This design comes from an exercise in tuning for small area on the open sky130 flow, not from production work.
Only simulation tests tie the RTL to the original design; equivalence was not proved.
Power and IR drop assume default switching activity.

--- flow/design.v ---
package bp_pkg;
  typedef logic [1:0] bp_ctr_t;
  localparam bp_ctr_t BP_SNT = 2'b00;
  localparam bp_ctr_t BP_WNT = 2'b01;
  localparam bp_ctr_t BP_WT = 2'b10;
  localparam bp_ctr_t BP_ST = 2'b11;
  localparam bp_ctr_t BP_CTR_INIT = BP_WNT;
endpackage
module bp_sat_counter (
  input  bp_pkg::bp_ctr_t i_ctr,
  input  logic            i_taken,
  output bp_pkg::bp_ctr_t o_ctr
);
  always_comb o_ctr = i_taken ? ((i_ctr == bp_pkg::BP_ST) ? bp_pkg::BP_ST : i_ctr + 2'd1)
                              : ((i_ctr == bp_pkg::BP_SNT) ? bp_pkg::BP_SNT : i_ctr - 2'd1);
endmodule
module branch_predictor #(
  parameter int INDEX_BITS = 6,
  parameter int XLEN = 32
) (
  input  logic            clk,
  input  logic            rst,
  input  logic [XLEN-1:0] fetch_pc,
  output logic            prediction,
  output logic [XLEN-1:0] pred_target,
  input  logic            upd_valid,
  input  logic [XLEN-1:0] upd_pc,
  input  logic            upd_taken,
  input  logic [XLEN-1:0] upd_target,
  input  logic            upd_mispredict
);
  localparam int N = 1 << INDEX_BITS;
  localparam int TW = XLEN - INDEX_BITS - 2;
  bp_pkg::bp_ctr_t r_ctr [N];
  logic [N-1:0] r_valid;
  logic [TW-1:0] r_tag [N];
  logic [XLEN-1:0] r_target [N];
  logic [INDEX_BITS-1:0] w_fidx, w_uidx;
  logic w_fhit, w_uhit, w_unused;
  bp_pkg::bp_ctr_t w_ctr_inc, w_ctr_new;
  assign w_fidx = fetch_pc[INDEX_BITS+1:2];
  assign w_uidx = upd_pc[INDEX_BITS+1:2];
  assign w_fhit = r_valid[w_fidx] && (r_tag[w_fidx] == fetch_pc[XLEN-1:INDEX_BITS+2]);
  assign w_uhit = r_valid[w_uidx] && (r_tag[w_uidx] == upd_pc[XLEN-1:INDEX_BITS+2]);
  assign prediction = r_ctr[w_fidx][1] && w_fhit;
  assign pred_target = prediction ? r_target[w_fidx] : '0;
  assign w_unused = ^{fetch_pc[1:0], upd_pc[1:0], upd_mispredict};
  bp_sat_counter u_ctr (
    .i_ctr  (r_ctr[w_uidx]),
    .i_taken(upd_taken),
    .o_ctr  (w_ctr_inc)
  );
  assign w_ctr_new = (upd_taken && !w_uhit) ? bp_pkg::BP_WT : w_ctr_inc;
  always_ff @(posedge clk or posedge rst)
    if (rst) begin
      for (int k = 0; k < N; k++) r_ctr[k] <= bp_pkg::BP_CTR_INIT;
      r_valid <= '0;
    end else if (upd_valid) begin
      r_ctr[w_uidx] <= w_ctr_new;
      if (upd_taken) r_valid[w_uidx] <= 1'b1;
    end
  always_ff @(posedge clk)
    if (!rst && upd_valid && upd_taken) begin
      r_tag[w_uidx] <= upd_pc[XLEN-1:INDEX_BITS+2];
      r_target[w_uidx] <= upd_target;
    end
endmodule
--- flow/run.sh ---
#!/bin/bash
# synth_recipe.tcl (not shown) runs the flow's synth.tcl, then flattens the netlist and writes it again
# the make line also repeats each setting of config.mk as NAME=value (left out here)
make -C /OpenROAD-flow-scripts/flow DESIGN_CONFIG=/design/flow/config.mk WORK_HOME=/design/flow/orfs CLKGATE_MAP_FILE= SYNTH_SCRIPT=/design/flow/synth_recipe.tcl finish
--- flow/config.mk ---
export PLATFORM = sky130hd
export DESIGN_NAME = branch_predictor
export DESIGN_NICKNAME = branch_predictor
export VERILOG_FILES = /design/flow/design.v
export SDC_FILE = /design/flow/constraint.sdc
export NUM_CORES = 4
export LEC_CHECK = 0
export CAP_MARGIN = 20
export CORE_MARGIN = 2
export CORE_UTILIZATION = 30
export PLACE_DENSITY = 0.5
export SLEW_MARGIN = 20
--- flow/constraint.sdc ---
create_clock -name core_clock -period 12.0 [get_ports {clk}]
set_input_delay 2.4000 -clock core_clock [delete_from_list [all_inputs] [get_ports {clk}]]
set_output_delay 2.4000 -clock core_clock [all_outputs]
set_load 0.01 [all_outputs]
==> run summary <==
## path summary, 6_finish.rpt
kind,startpoint,to,slack [ns],cells past startpoint
max,fetch_pc[2],pred_target[19],0.98,11
min,r_valid[36]$_DFFE_PP0P_,r_valid[36]$_DFFE_PP0P_,0.49,1
max reg2reg,r_tag[58][4]$_DFFE_PP_,r_ctr[13][1]$_DFFE_PP0P_,7.09,9
min reg2reg,r_valid[36]$_DFFE_PP0P_,r_valid[36]$_DFFE_PP0P_,0.49,1
max in group asynchronous,rst,r_valid[2]$_DFFE_PP0P_,8.51,3
min in group asynchronous,rst,r_ctr[41][1]$_DFFE_PP0P_,2.32,2
## critical path: stages
cell and delay, ns:
buf_16 0.35, buf_4 0.49, mux4_2 0.56, mux4_2 0.51
a221oi_1 0.85, xor2_1 0.40, nand4_1 0.20, a2111oi_4 0.66
buf_4 0.71, and3_1 0.29, clkdlybuf4s50_1 0.56
## power groups by stage
stage	clock (uW)	combinational, uW	sequential, uW
finish	12300	2060	14700
global route	13000	2160	14700
CTS	12500	2060	14700
detailed placement	0	2050	14900
global placement	0	2020	14900
floorplan	0	1250	14900
## cell families (layout without fill, tap and decap cells)
logic type / Yosys count / in the layout
AOI/OAI and AO/OA: 859 / 859
xor gates and xnor gates: 47 / 47
and+or+nand+nor: 887 / 887
muxes: 1791 / 1791
buffers and inverters: 621 / 1184
other: 0 / 26
adders and majority gates: 5 / 5
DFF: 3776 / 3776
## per-layer routing
layer / vias to the layer above / GRT usage, %
met4: 8 / 7.83
met2: 5474 / 32.6
li1: 34800 / -
met3: 1125 / 3.85
met1: 51000 / 28.9
met5: - / 0
## area by class of cell
type	count	area (um^2)	share of cell area [%]
antenna	26	65.1	0.0350
clock buffer	498	10400	5.62
clock inverter	225	2350	1.27
inverter	25	115	0.0619
multi-input combinational	3589	47300	25.5
sequential	3776	113000	60.5
tap	7208	9020	4.85
timing repair buffer	436	4030	2.17
## layout by cell type, fill, tap and decap left out, types with 44 or more instances in the layout
master	instances
a22oi_1	179
buf_2	47
o22ai_1	99
o21ai_0	71
a221oi_1	74
dfrtp_1	128
clkdlybuf4s50_1	66
nand2_1	203
edfxtp_1	3584
buf_12	44
mux2i_1	338
a31oi_1	73
o21bai_1	60
clkinv_2	64
clkbuf_1	90
clkinv_1	88
mux4_2	1402
and3_1	53
o21ai_1	63
dfstp_2	64
nand4_1	86
buf_4	264
a21oi_1	57
nand3_1	55
clkbuf_16	399
nor2_4	65
nor2_1	239
## per-stage QoR
stage / cells / total power [uW] / instance area, um^2 / hold WS, ns
floorplan: 7986 / 16100 / 163000 / 0.439
global placement: 15000 / 17000 / 173000 / 0.465
detailed placement: 15000 / 17000 / 173000 / 0.474
CTS: 15800 / 29200 / 186000 / 0.487
global route: 15800 / 29800 / 186000 / 0.499
finish: 15800 / 29100 / 186000 / 0.491
## sequential cells by signal, summed over array words and instances (netlist names)
signal,count
r_valid,64
r_ctr,128
r_target,2048
r_tag,1536
==> metrics.yaml <==
vias: 92400
period_share_pct: 91.8
grt_pass1_wl_mm: 796
io_buffer_count: 128
route.met2.wl_mm: 272
internal_power_uw: 22300
grt_use_total_pct: 20.8
drtIter0Drc: 13900
synth_top_area_cell: "edfxtp_1"
drive_above_1_share_pct: 29.9
yosysWarnings: 4
syn-num-nets: 8092
slew-limit-headroom_pct: 16.7
cp.arrival_ns: 8.62
first_global_vias: 91400
synth_seq_area_share_pct: 69.2
muxShareOfSynthArea_pct: 21.9
row_count: 270
synth_edf_count: 3584
status: "complete, no violations"
synth_cells: 7986
areaGrowthSynthToFinish_pct: 14.4
synth-simple-area-share_pct: 2.69
ys.flop_type: "edfxtp_1"
p_clk_share_pct: 42.4
synthArstFlopShare_pct: 5.08
synth_compound_area_share_pct: 3.75
grt_overflow: 0
worstSkewPairLatency_ns: 1.03
crit_type: "input port to primary output"
share_comb_of_total_power_pct: 7.1
yosysTopAreaCellShare_pct: 66.2
max_cap_viol_count: 0
path_max_fanout: 87
cp.required_ns: 9.60
synthXorXnorAreaFrac_pct: 0.253
fmax_mhz: 90.7
post-place-ws_ns: 1.17
die_w_um: 740
synth_most_common_cell: "edfxtp_1"
fp.dieH_um: 740
drcViolationCount: 0
root_buffer: "clkbuf_16"
synth_common_cells: "3584 x edfxtp_1, 1402 x mux4_2, 338 x mux2i_1, 308 x nor2_1, 218 x clkbuf_1"
hpwlAfterDp_mm: 321
ctsResizeCount: 0
drt-vias-per-instance: 5.85
routed_wl_mm: 589
cts_hold_buf: 0
post-cts-setup-buffer-count: 0
wl_met1_mm: 240
hold_viol: 0
layout.nets: 8331
period_needed_ns: 11.02
initial_core_util_pct: 30.1
switching_share_pct: 23.4
cts_max_level: 5
numCtsBuffers: 397
synth_area_um2: 163000
detailedRoute.firstPassIterationCount: 6
synth_area_leaders: "edfxtp_1 66%, mux4_2 19%, mux2i_1 2.1%"
vdd_drop_max_v: 0.000136
cts.reportedPaths.clkPinSlew_ns: 0.06
setup.worst_path.end_class: "primary output"
rsz0062_at_grt: "false"
wl_met3_mm: 52.4
tightestPinTransition_ns: 1.25
nFillCells: 50200
ys_ff_latch: 3776
avgSynthCellArea_um2: 20.4
highest-signal-layer: "met5"
core_um2: 540000
clock-skew-final_ns: 0.0604
setup_viol: 0
crit_path_start_kind: "input port"
final_util_pct: 34.4
p_seq_share_pct: 50.5
yosys.area_share.adder_pct: 0.0385
power.switching_uw: 6800
cts_buffer_depth: 4
antenna_left: 0
fin_ws_ns: 0.980
ioPinCount: 134
slew_viol_final: 0
gp_congestion: 0.884
p_leak_uw: 0.0572
die_area_um2: 548000
synth_top_family_by_area: "multiplexers"
grt_max_degree: 139
wl_per_cell_um: 37.3
p_per_area_nw_per_um2: 156
tns_ns: 0
hold_class: "flop to flop"
grt_antenna_before_repair: 67
synth.distinct_cells: 94
cts_sinks: 3776
cts_tree: "built"

afterwards: timing with drivers on the ports:
The results above use ideal ports. As a check the final layout listed here was re-extracted and re-timed, cells and wires unchanged.
Step 1 (the two cells are an assumption about what drives the block):
set clk [get_ports {clk}]
set_driving_cell -lib_cell sky130_fd_sc_hd__clkbuf_16 $clk
set_driving_cell -lib_cell sky130_fd_sc_hd__buf_2 [delete_from_list [all_inputs] $clk]
Step 2 adds t to the input delays and takes it off the output delays; t is the mean of the earliest and latest rising clock arrival at the registers after step 1. Input paths then give back, and output paths get back, about the clock's delay inside the block.
Slacks: no drivers / after step 1 / after step 2; pairs: no drivers / after step 1.
t (ns): 1.096
setup slack, ns: 0.980 / 0.863 / 0.863
worst register clock-pin slew, ns: 0.07 / 0.07
After both steps setup and hold are still met in this run. The setup slack of this run moves by -0.117 ns with the drivers and by -0.117 ns with both steps.
